What follows belongs to an exercise in optimizing a design on an open flow for small area, a short achievable clock period and few clock cycles per item; a production flow would make more cautious choices.
No run shown here included a check of the RTL's function; only the layout flow was run.

==> flow/design.v (outline; a module is shown in full before it is edited, if it fits) <==
// module trilinear_interp_axis: 4266 lines
module trilinear_interp_axis (
    input  logic         clk,
    input  logic         rstn,
    input  logic         in_valid,
    output logic         in_ready,
    input  logic [7:0]   frac_r,
    input  logic [7:0]   frac_g,
    input  logic [7:0]   frac_b,
    input  logic         mode,
    input  logic [7:0]   in_user,
    input  logic [191:0] pt_nbr,
    output logic         out_valid,
    input  logic         out_ready,
    output logic [23:0]  out_pt,
    output logic [7:0]   out_user
);
  // ...
==> flow/run.sh <==
#!/bin/bash
# synth_recipe.tcl (not shown) runs the flow's synth.tcl, then flattens the netlist and writes it again
# the make line also repeats each setting of config.mk as NAME=value (left out here)
make -C /OpenROAD-flow-scripts/flow DESIGN_CONFIG=/design/flow/config.mk WORK_HOME=/design/flow/orfs CLKGATE_MAP_FILE= SYNTH_SCRIPT=/design/flow/synth_recipe.tcl finish
==> flow/config.mk <==
export PLATFORM = sky130hd
export DESIGN_NAME = trilinear_interp_axis
export DESIGN_NICKNAME = trilinear_interp_axis
export VERILOG_FILES = /design/flow/design.v
export SDC_FILE = /design/flow/constraint.sdc
export NUM_CORES = 4
export LEC_CHECK = 0
export ABC_CLOCK_PERIOD_IN_PS = 3200
export CAP_MARGIN = 20
export CORE_MARGIN = 2
export CORE_UTILIZATION = 40
export SETUP_SLACK_MARGIN = 2.8
export SLEW_MARGIN = 20
==> flow/constraint.sdc <==
create_clock -name core_clock -period 6.0 [get_ports {clk}]
set_input_delay 1.2000 -clock core_clock [delete_from_list [all_inputs] [get_ports {clk}]]
set_output_delay 1.2000 -clock core_clock [all_outputs]
set_load 0.01 [all_outputs]
==> summary.txt, run 1 <==
The run finished with no timing, DRC or antenna violations. Leaving out fill and tap cells, the most frequent cell in the layout is dfxtp_1. The library cell contributing the largest single delay on the critical path is fa_1. In this run the worst setup path terminates at st2_q[222].

The share of flip-flops with an asynchronous set or reset after synthesis came out at 0.0129. Clock buffers in the final layout number 213. After clock tree synthesis, the setup repair step added 62 buffers. TritonCTS built the clock tree. The share of Yosys cell area claimed by the top area cell type is 0.285, and the delay of the slowest cell on the worst path is 0.51 ns. By area, the combinational part of the netlist is dominated by adder cells. Post-detailed-route wirelength per cell: 21.3 µm.

Hold is met by 0.310 ns. The number of antenna diodes in the final layout is 2. The critical path contains buffers and inverters numbering 5 combined. The number of global-route vias before repair was 59200; the clock-pin slew on the worst setup and hold paths was 0.06 ns. In this run, CTS created clock tree buffers numbering 171. The worst hold path was traced through 0 stages. For the final routed database, the setup TNS stands at 0 ns. In this run, synthesis produced a sequential element count of 1546.

Leaving out filler cells and counting taps, the final layout contains 10700. Synthesized-area fraction occupied by and/or/nand/nor cells: 0.0232. STA puts the critical path data arrival time at 4.03 ns. The filler cell count is 20100. Buffers inserted to repair hold after CTS numbered 0. The run gives 0.307 GHz as the upper clock frequency limit. The global placer's final weighted congestion is 0.836, and the critical path depth is 10.

After detailed routing, the number of remaining DRC violations is 0. After routing the design area is 107000 µm². The minimum setup slack in the final design was 2.75 ns; the portion of the clock cycle consumed by the worst path in the final layout was 0.542.

The tools report the normalized max-slew margin as 0.353. The run gives 54500 as the total number of vias. The initial antenna violation count is 8. Summing all multi-input logic gate instances after layout gives 54200 µm². The register with the most flip-flops in the layout has 386 of them.

The root buffer cell was clkbuf_16.
==> run 2, diff against run 1 <==
--- a/flow/config.mk
+++ b/flow/config.mk
@@ -11,3 +11,4 @@
 export CORE_UTILIZATION = 40
 export SETUP_SLACK_MARGIN = 2.8
 export SLEW_MARGIN = 20
+export TNS_END_PERCENT = 20
==> run 2 against run 1 <==
  * Still clean on timing, DRC and antenna
  * Non-clock buffer count shrank 41
  * Sequential share of layout area is 0.28 points higher
  * Clock-buffer cell count grew 10
==> summary.txt, run 2 <==
For the number of synthesis warnings, the log shows 1 (unchanged). The detailed placement HPWL was 150 mm (about the same); the number of levels in the clock H-tree was 4 (unchanged). The tools report the detailed router's first-iteration violation count as 2680 (was 2853). Fraction of the yosys area taken by sequential cells: 0.363 (unchanged). Path type of the worst setup path: flop to flop (unchanged).

The count of final hold-check violations was 0 (unchanged); the global-route total usage across every layer was 0.190 (was 0.191). The clock-pin slew on the worst setup and hold paths works out to 0.06 ns (about the same). Setup total negative slack: 0 ns (unchanged). The layout-stage area growth over the synthesis result was 15.3% (was 16.4%); the number of ports placed on the die boundary was 263 (unchanged).

The total number of vias is 54200 (was 54500). For the global-route wire length before repair, the log shows 345 mm (was 347 mm). Post-synthesis cell type count: 71 (unchanged). The logs give 233000 µm² (unchanged) for the die outline area and 0.305 GHz (was 0.307 GHz) for the upper clock frequency limit. The number of global-route vias before repair was 58300 (was 59200). The most flop-heavy register is st2_q (unchanged). The portion of the clock cycle consumed by the worst path in the final layout is 0.546 (was 0.542). Setup repair after global routing could not meet its margin everywhere.

The run finished with no timing, DRC or antenna violations. The clock period minus final worst setup slack is 3.28 ns (was 3.25 ns). The pin slew with the least headroom to its limit came out at 0.990 ns (was 0.970 ns). Commonest cells after routing, fill and taps aside: mux2_2, dfxtp_1, fa_1, inv_1, ha_1 (was dfxtp_1, mux2_2, fa_1, inv_1, ha_1). The number of nets still failing antenna checks after routing came out at 0 (unchanged). The global placer's final weighted congestion was 0.831 (was 0.836). The number of setup violations in the final report is 0 (unchanged), and the critical path data required time is 6.68 ns (was 6.78 ns). The pin count of the biggest net entering global routing came out at 68 (unchanged).

The root buffer cell is clkbuf_16 (unchanged). The tools report the number of buffers created by CTS as 170 (was 171). The startpoint kind of the worst setup timing path was a flop (unchanged). The path category of the worst min-delay check was flop to flop (unchanged).

The final layout net count is 9282 (was 9324). The normalized max-slew margin is 0.334 (was 0.353), and the post-detailed-route wirelength per cell is 20.9 µm (was 21.3 µm).

The placeable core region was 227000 µm² (unchanged); the share of flip-flops with an asynchronous set or reset after synthesis was 0.0129 (unchanged). The most instantiated library cell after synthesis was mux2_2 (unchanged). The top fanout value on the critical path is 10 (was 5), and the die height is 483 µm (unchanged).

The run gives 0 (unchanged) as the number of slew-limit violations in the final report. The critical path arrival is 3.95 ns (was 4.03 ns). The end-of-flow core utilization is 0.464 (was 0.468).

The tools report the endpoint kind of the worst setup timing path as a flop (unchanged). The number of nets in the synthesized netlist is 9033 (unchanged), and the sink count of the clock tree is 1546 (unchanged). The post-detailed-routing wire length was 223 mm (was 227 mm). TritonCTS built the clock tree.

Hold-critical path depth: 0 (unchanged). The share of cells above drive strength 1 was 0.252 (was 0.262). The number of register bits inferred by synthesis was 1546 (unchanged).

The number of flip-flops under the largest register name was 386 (unchanged). The post-synthesis average cell area was 12.6 µm² (unchanged). The total of buffers placed on input and output ports was 262 (unchanged); the starting density of the core was 0.403 (unchanged).

The later-pin clock latency in the skew report is 0.82 ns (was 0.83 ns). The number of enable-type register cells in the synthesized netlist came out at 224 (unchanged). The largest area contributor in the synthesized netlist was dfxtp_1 (unchanged). Commonest cells in the synthesized netlist: mux2_2, dfxtp_1, fa_1 (unchanged). The most used flip-flop cell after synthesis is dfxtp_1 (unchanged). Vias per cell: 5.09 (was 5.10). For the initial antenna violation count, the log shows 12 (was 8). The run gives 0 (unchanged) as the overall overflow remaining after global route. The deepest clock path buffer count was 3 (unchanged). The die extent in x is 483 µm (unchanged).

Largest registers in the final layout: st2_q (386), st4_q (311), st1_q (227) (unchanged). The run gives 91600 µm² (unchanged) as the cell area after technology mapping. The max-capacitance violation count was 0 (unchanged).

Ranking of synthesized cells by area: dfxtp_1, fa_1, mux2_2 (unchanged). The number of buffers inserted for hold repair after clock tree synthesis was 0 (unchanged). Share of Yosys cell area claimed by the top area cell type: 0.285 (unchanged).

The clock skew after layout is 0.0413 ns (was 0.0689 ns). The synthesized instance count was 7246 (unchanged); the number of cells traversed by the worst register-to-register path was 10 (unchanged). The logs give 175 (unchanged) for the standard-cell row count and 0 (unchanged) for the total DRC errors in the routed layout. Most common cell after layout, fill and taps aside: mux2_2 (was dfxtp_1).

The run gives 5 (was 7) as the number of detailed-routing iterations run before antenna repair.
[run 2: cell types whose count changed in the layout (fill, tap and decap cells not counted), sizes merged]
cell / change
diode: -1
clkinvlp: -1
inv: -3
bufinv: +5
clkinv: -14
clkbuf: -2
buf: -29
[run 2: cell families (layout without fill, tap and decap cells)]
family	after synthesis	count (layout)	synth area share
DFF	1546	1546	0.363
and+or+nand+nor	449	449	0.0232
xor gates and xnor gates	146	146	0.0140
other	0	1	0
muxes	1741	1741	0.213
adders and majority gates	1558	1558	0.296
AOI/OAI and AO/OA	537	537	0.0390
buffers and inverters	1269	1660	0.0520
[run 2: path summary, 6_finish.rpt]
| check | startpoint | to | slack, ns |
|---|---|---|---|
| max reg2reg | st1_q[28] | st2_q[42] | 2.72 |
| max | st1_q[28] | st2_q[42] | 2.72 |
| min reg2reg | st2_q[16] | st3_q[16] | 0.32 |
| max in group asynchronous | rstn | rp[0] | 4.44 |
| min | st2_q[16] | st3_q[16] | 0.32 |
| min in group asynchronous | rstn | cnt[0] | 0.90 |
[run 2: worst max-delay path, stage by stage (launching register included)]
cell     delay (ns)
dfxtp_4        0.40
buf_12         0.14
buf_12         0.11
buf_12         0.13
mux2_2         0.35
fa_1           0.46
fa_1           0.51
inv_1          0.05
fa_1           0.48
inv_1          0.05
fa_1           0.43
[run 2: metrics by stage]
stage / setup WS, ns / instances / hold slack (ns) / cell area, µm²
after detailed placement: 1.95 / 10200 / 0.312 / 97400
after global routing: 2.66 / 10600 / 0.328 / 106000
after floorplan: 2.32 / 7246 / 0.310 / 91600
final: 2.72 / 10600 / 0.324 / 106000
after global placement: 1.98 / 10200 / 0.311 / 97300
after CTS: 2.66 / 10600 / 0.324 / 105000
[run 2: metal layers]
layer	up-vias	GRT usage	wire [µm]
li1	24800	-	-
met1	27600	0.262	103000
met2	1316	0.311	104000
met3	353	0.0270	9920
met4	2	0.0570	6100
met5	-	0	14
[run 2: final cells by class]
cell class	count	area (µm²)
antenna	1	2.50
sequential	1546	33400
fill	20300	122000
tap	3009	3760
clock inverter	91	1290
multi-input combinational	4431	53800
inverter	904	3390
timing repair buffer	442	5220
clock buffer	223	4770
[run 2: what timing repair did]
item	4_1_cts	5_1_grt
cloned	21	0
resized for setup	76	39
endpoints found under the setup margin	313	250
buffers inserted	72	25
pin swaps	10	10
==> run 3, diff against run 2 <==
==> flow/config.mk (replaced) <==
export PLATFORM = sky130hd
export DESIGN_NAME = trilinear_interp_axis
export DESIGN_NICKNAME = trilinear_interp_axis
export VERILOG_FILES = /design/flow/design.v
export SDC_FILE = /design/flow/constraint.sdc
export NUM_CORES = 4
export LEC_CHECK = 0
export ABC_CLOCK_PERIOD_IN_PS = 2900
export CAP_MARGIN = 20
export CORE_MARGIN = 2
export CORE_UTILIZATION = 40
export SETUP_SLACK_MARGIN = 3.1
export SLEW_MARGIN = 20
==> run 3 against run 2 <==
  * Via count is 2.9% higher
  * Critical path depth stayed put
  * Core utilization increased by 2.4 points
  * Sequential share of layout area is 1.5 points lower
  * Cell count increased by 2.2%
  * Cell area grew 5.2%
  * Still clean on timing, DRC and antenna
  * Synthesized cell count stayed put
==> summary.txt, run 3 <==
Path category of the worst min-delay check: flop to flop (unchanged). The path type of the worst setup path was flop to flop (unchanged). The post-synthesis cell type count was 71 (unchanged); the cell area after technology mapping was 91600 µm² (unchanged). The run gives 0 (unchanged) as the number of nets still failing antenna checks after routing.

The tools report the number of nets in the synthesized netlist as 9033 (unchanged). The total buffers and inverters traversed by the critical path is 5 (unchanged), and the post-detailed-route wirelength per cell is 22.1 µm (was 20.9 µm). The number of ports placed on the die boundary is 263 (unchanged). The synthesized instance count is 7246 (unchanged).

Most used flip-flop cell after synthesis: dfxtp_1 (unchanged). The number of synthesis warnings was 1 (unchanged); the number of register bits inferred by synthesis was 1546 (unchanged). The number of detailed-routing iterations run before antenna repair was 7 (was 5); the critical path data required time was 6.76 ns (was 6.68 ns). The deepest clock path buffer count is 3 (unchanged). The tools report the count of final hold-check violations as 0 (unchanged). The clock-pin slew on the worst setup and hold paths came out at 0.06 ns (about the same).

For the global-route wire length before repair, the log shows 360 mm (was 345 mm). The sink count of the clock tree is 1546 (unchanged). The number of levels in the clock H-tree is 4 (unchanged), and the share of cells above drive strength 1 is 0.326 (was 0.252).

The final layout net count is 9513 (was 9282). The dominant delay contributor by cell family on the critical path was adder cells (unchanged). The initial antenna violation count came out at 10 (was 12). The number of buffers created by CTS came out at 171 (was 170). The pin count of the biggest net entering global routing is 65 (was 68), and the clock period minus final worst setup slack is 3.29 ns (was 3.28 ns).

The placeable core region was 227000 µm² (unchanged); the total of buffers placed on input and output ports was 262 (unchanged). Setup repair after global routing could not meet its margin everywhere. The number of global-route vias before repair is 59700 (was 58300). Endpoint kind of the worst setup timing path: a flop (unchanged). The run finished with no timing, DRC or antenna violations.

The filler cell count was 19400 (was 20300); the delay of the slowest cell on the worst path was 0.51 ns (about the same). The fraction of the yosys area taken by sequential cells was 0.363 (unchanged); the end-of-flow core utilization was 0.489 (was 0.464). The die height is 483 µm (unchanged).

The pin slew with the least headroom to its limit was 1.05 ns (was 0.990 ns). Layout-stage area growth over the synthesis result: 21.3% (was 15.3%). The total number of vias came out at 55700 (was 54200).

The root buffer cell is clkbuf_16 (unchanged). Commonest cells in the synthesized netlist: mux2_2, dfxtp_1, fa_1 (unchanged). The register area is 33400 µm² (about the same). The startpoint kind of the worst setup timing path was a flop (unchanged).

The portion of the clock cycle consumed by the worst path in the final layout came out at 0.549 (was 0.546). The run gives 241 mm (was 223 mm) as the post-detailed-routing wire length. Most common cell after layout, fill and taps aside: dfxtp_1 (was mux2_2). The share of Yosys cell area claimed by the top area cell type is 0.285 (unchanged). Most flop-heavy register: st2_q (unchanged). The number of flip-flops under the largest register name came out at 386 (unchanged). The detailed placement HPWL came out at 150 mm (about the same). The post-synthesis average cell area came out at 12.6 µm² (unchanged). The logs give 0.820 (was 0.831) for the global placer's final weighted congestion and 175 (unchanged) for the standard-cell row count. The normalized max-slew margin is 0.296 (was 0.334), and the number of enable-type register cells in the synthesized netlist is 224 (unchanged). Share of flip-flops with an asynchronous set or reset after synthesis: 0.0129 (unchanged). Commonest cells after routing, fill and taps aside: dfxtp_1, mux2_2, fa_1, inv_1, ha_1 (was mux2_2, dfxtp_1, fa_1, inv_1, ha_1). The setup total negative slack was 0 ns (unchanged); the die outline area was 233000 µm² (unchanged). The upper clock frequency limit came out at 0.304 GHz (was 0.305 GHz). For the clock skew after layout, the log shows 0.0611 ns (was 0.0413 ns).

Ranking of synthesized cells by area: dfxtp_1, fa_1, mux2_2 (unchanged). TritonCTS built the clock tree. The run gives 0 (unchanged) as the number of setup violations in the final report.

The area used by multi-input combinational logic is 56200 µm² (was 53800 µm²), and the total DRC errors in the routed layout is 0 (unchanged). The run gives 0 (unchanged) as the max-capacitance violation count. Critical-path cell list: buf_12 > clkbuf_16 > buf_6 > mux2_4 > fa_2 > fa_1 > inv_1 > fa_1 > inv_2 > fa_2 (was buf_12 > buf_12 > buf_12 > mux2_2 > fa_1 > fa_1 > inv_1 > fa_1 > inv_1 > fa_1).

The top fanout value on the critical path is 5 (was 10). The library cell contributing the largest single delay on the critical path was fa_1 (unchanged). The most instantiated library cell after synthesis was mux2_2 (unchanged).

Overall overflow remaining after global route: 0 (unchanged). For the starting density of the core, the log shows 0.403 (unchanged). The vias per cell was 5.12 (was 5.09). For the detailed router's first-iteration violation count, the log shows 2978 (was 2680). The later-pin clock latency in the skew report was 0.83 ns (was 0.82 ns).

Critical path arrival: 4.05 ns (was 3.95 ns). The die extent in x came out at 483 µm (unchanged). Largest registers in the final layout: st2_q (386), st4_q (311), st1_q (227) (unchanged).

The largest area contributor in the synthesized netlist is dfxtp_1 (unchanged). For the global-route total usage across every layer, the log shows 0.200 (was 0.190). The tools report the number of slew-limit violations in the final report as 0 (unchanged).
run 3: cell counts after synthesis:
No cell type changed its count.
run 3: area by class of cell:
class                      instances  share of cell area
clock inverter                    84             0.00992
tap                             3009              0.0339
inverter                         904              0.0305
timing repair buffer             672              0.0754
multi-input combinational       4431               0.505
clock buffer                     233              0.0444
antenna                            4           0.0000901
sequential                      1546               0.300
run 3: stage by stage:
step                hold WS [ns]  std cells  cell area, µm²  setup slack (ns)
floorplan                  0.310       7246           92600              2.84
CTS                        0.319      10700          108000              2.74
global route               0.324      10900          111000              2.66
global placement           0.310      10200           97500              2.25
detailed placement         0.312      10200           97500              2.21
finish                     0.319      10900          111000              2.71
run 3: worst register-to-register path, stage by stage (launching register included):
cell       delay, ns
dfxtp_4         0.44
buf_12          0.16
clkbuf_16       0.19
buf_6           0.12
mux2_4          0.30
fa_2            0.43
fa_1            0.51
inv_1           0.05
fa_1            0.49
inv_2           0.04
fa_2            0.51
run 3: cells by family (layout without fill, tap and decap cells):
group	after synthesis	in the layout	synth area share
AO/OA/AOI/OAI	537	537	0.0390
adder cells (fa/ha/maj)	1558	1558	0.296
XOR/XNOR	146	146	0.0140
buffers and inverters	1269	1893	0.0520
AND/OR/NAND/NOR	449	449	0.0232
multiplexers	1741	1741	0.213
other	0	4	0
flip-flops	1546	1546	0.363
run 3: repair_timing:
| action | 4_1_cts | 5_1_grt |
|---|---|---|
| pin swaps | 78 | 195 |
| cloned | 43 | 18 |
| hold buffers | 0 | 0 |
| resized for setup | 416 | 487 |
| setup endpoints to repair | 578 | 326 |
| buffers inserted | 144 | 146 |
run 3: path summary, 6_finish.rpt:
| path | startpoint | to | slack (ns) | depth (start not counted) |
|---|---|---|---|---|
| worst max register to register | st1_q[29] | st2_q[102] | 2.71 | 10 |
| worst min register to register | st4_q[24] | st5_q[15] | 0.32 | 0 |
| worst min-delay path | st4_q[24] | st5_q[15] | 0.32 | 0 |
| worst max-delay path | st1_q[29] | st2_q[102] | 2.71 | 10 |
| min in group asynchronous | rstn | mcnt[2] | 0.87 | 1 |
| max in group asynchronous | rstn | rp[0] | 4.49 | 1 |
run 3: metal layers:
| layer | GRT usage | wire, µm |
|---|---|---|
| met1 | 0.269 | 107000 |
| met4 | 0.0720 | 10300 |
| met5 | 0 | 13 |
| met3 | 0.0310 | 12100 |
| met2 | 0.327 | 111000 |

## what the ideal ports hide
In the flow no input, the clock included, has a driving cell. The finished layouts below were timed again as built, in two steps.
Step 1 sets driving cells, clkbuf_16 on the clock port and buf_2 on the other inputs (assumed; they add their load-dependent delay and slew).
Step 2, shift: input delay + t, output delay - t, t = (earliest + latest rising clock arrival at the registers) / 2. This alone moves slack from input paths to output paths.
Three values: no drivers, after step 1, after step 2; two values: the first two.
| run | shift t [ns] | slack for setup (ns) | hold WS [ns] | slew at the worst register clock pin (ns) | cell pins on the clock port's net |
|---|---|---|---|---|---|
| run 1 | 0.895 | 2.745 / 2.745 / 2.493 | 0.310 / 0.310 / 0.310 | 0.07 / 0.07 | 1 |
| run 2 | 0.898 | 2.724 / 2.724 / 2.186 | 0.324 / 0.324 / 0.324 | 0.07 / 0.07 | 1 |
| run 3 | 0.905 | 2.706 / 2.706 / 2.620 | 0.319 / 0.319 / 0.319 | 0.08 / 0.08 | 1 |
After both steps setup and hold are still met in every run listed. For run 2, which loses most, drivers alone change the setup slack by 0.000 ns; drivers and shift together by -0.538 ns.
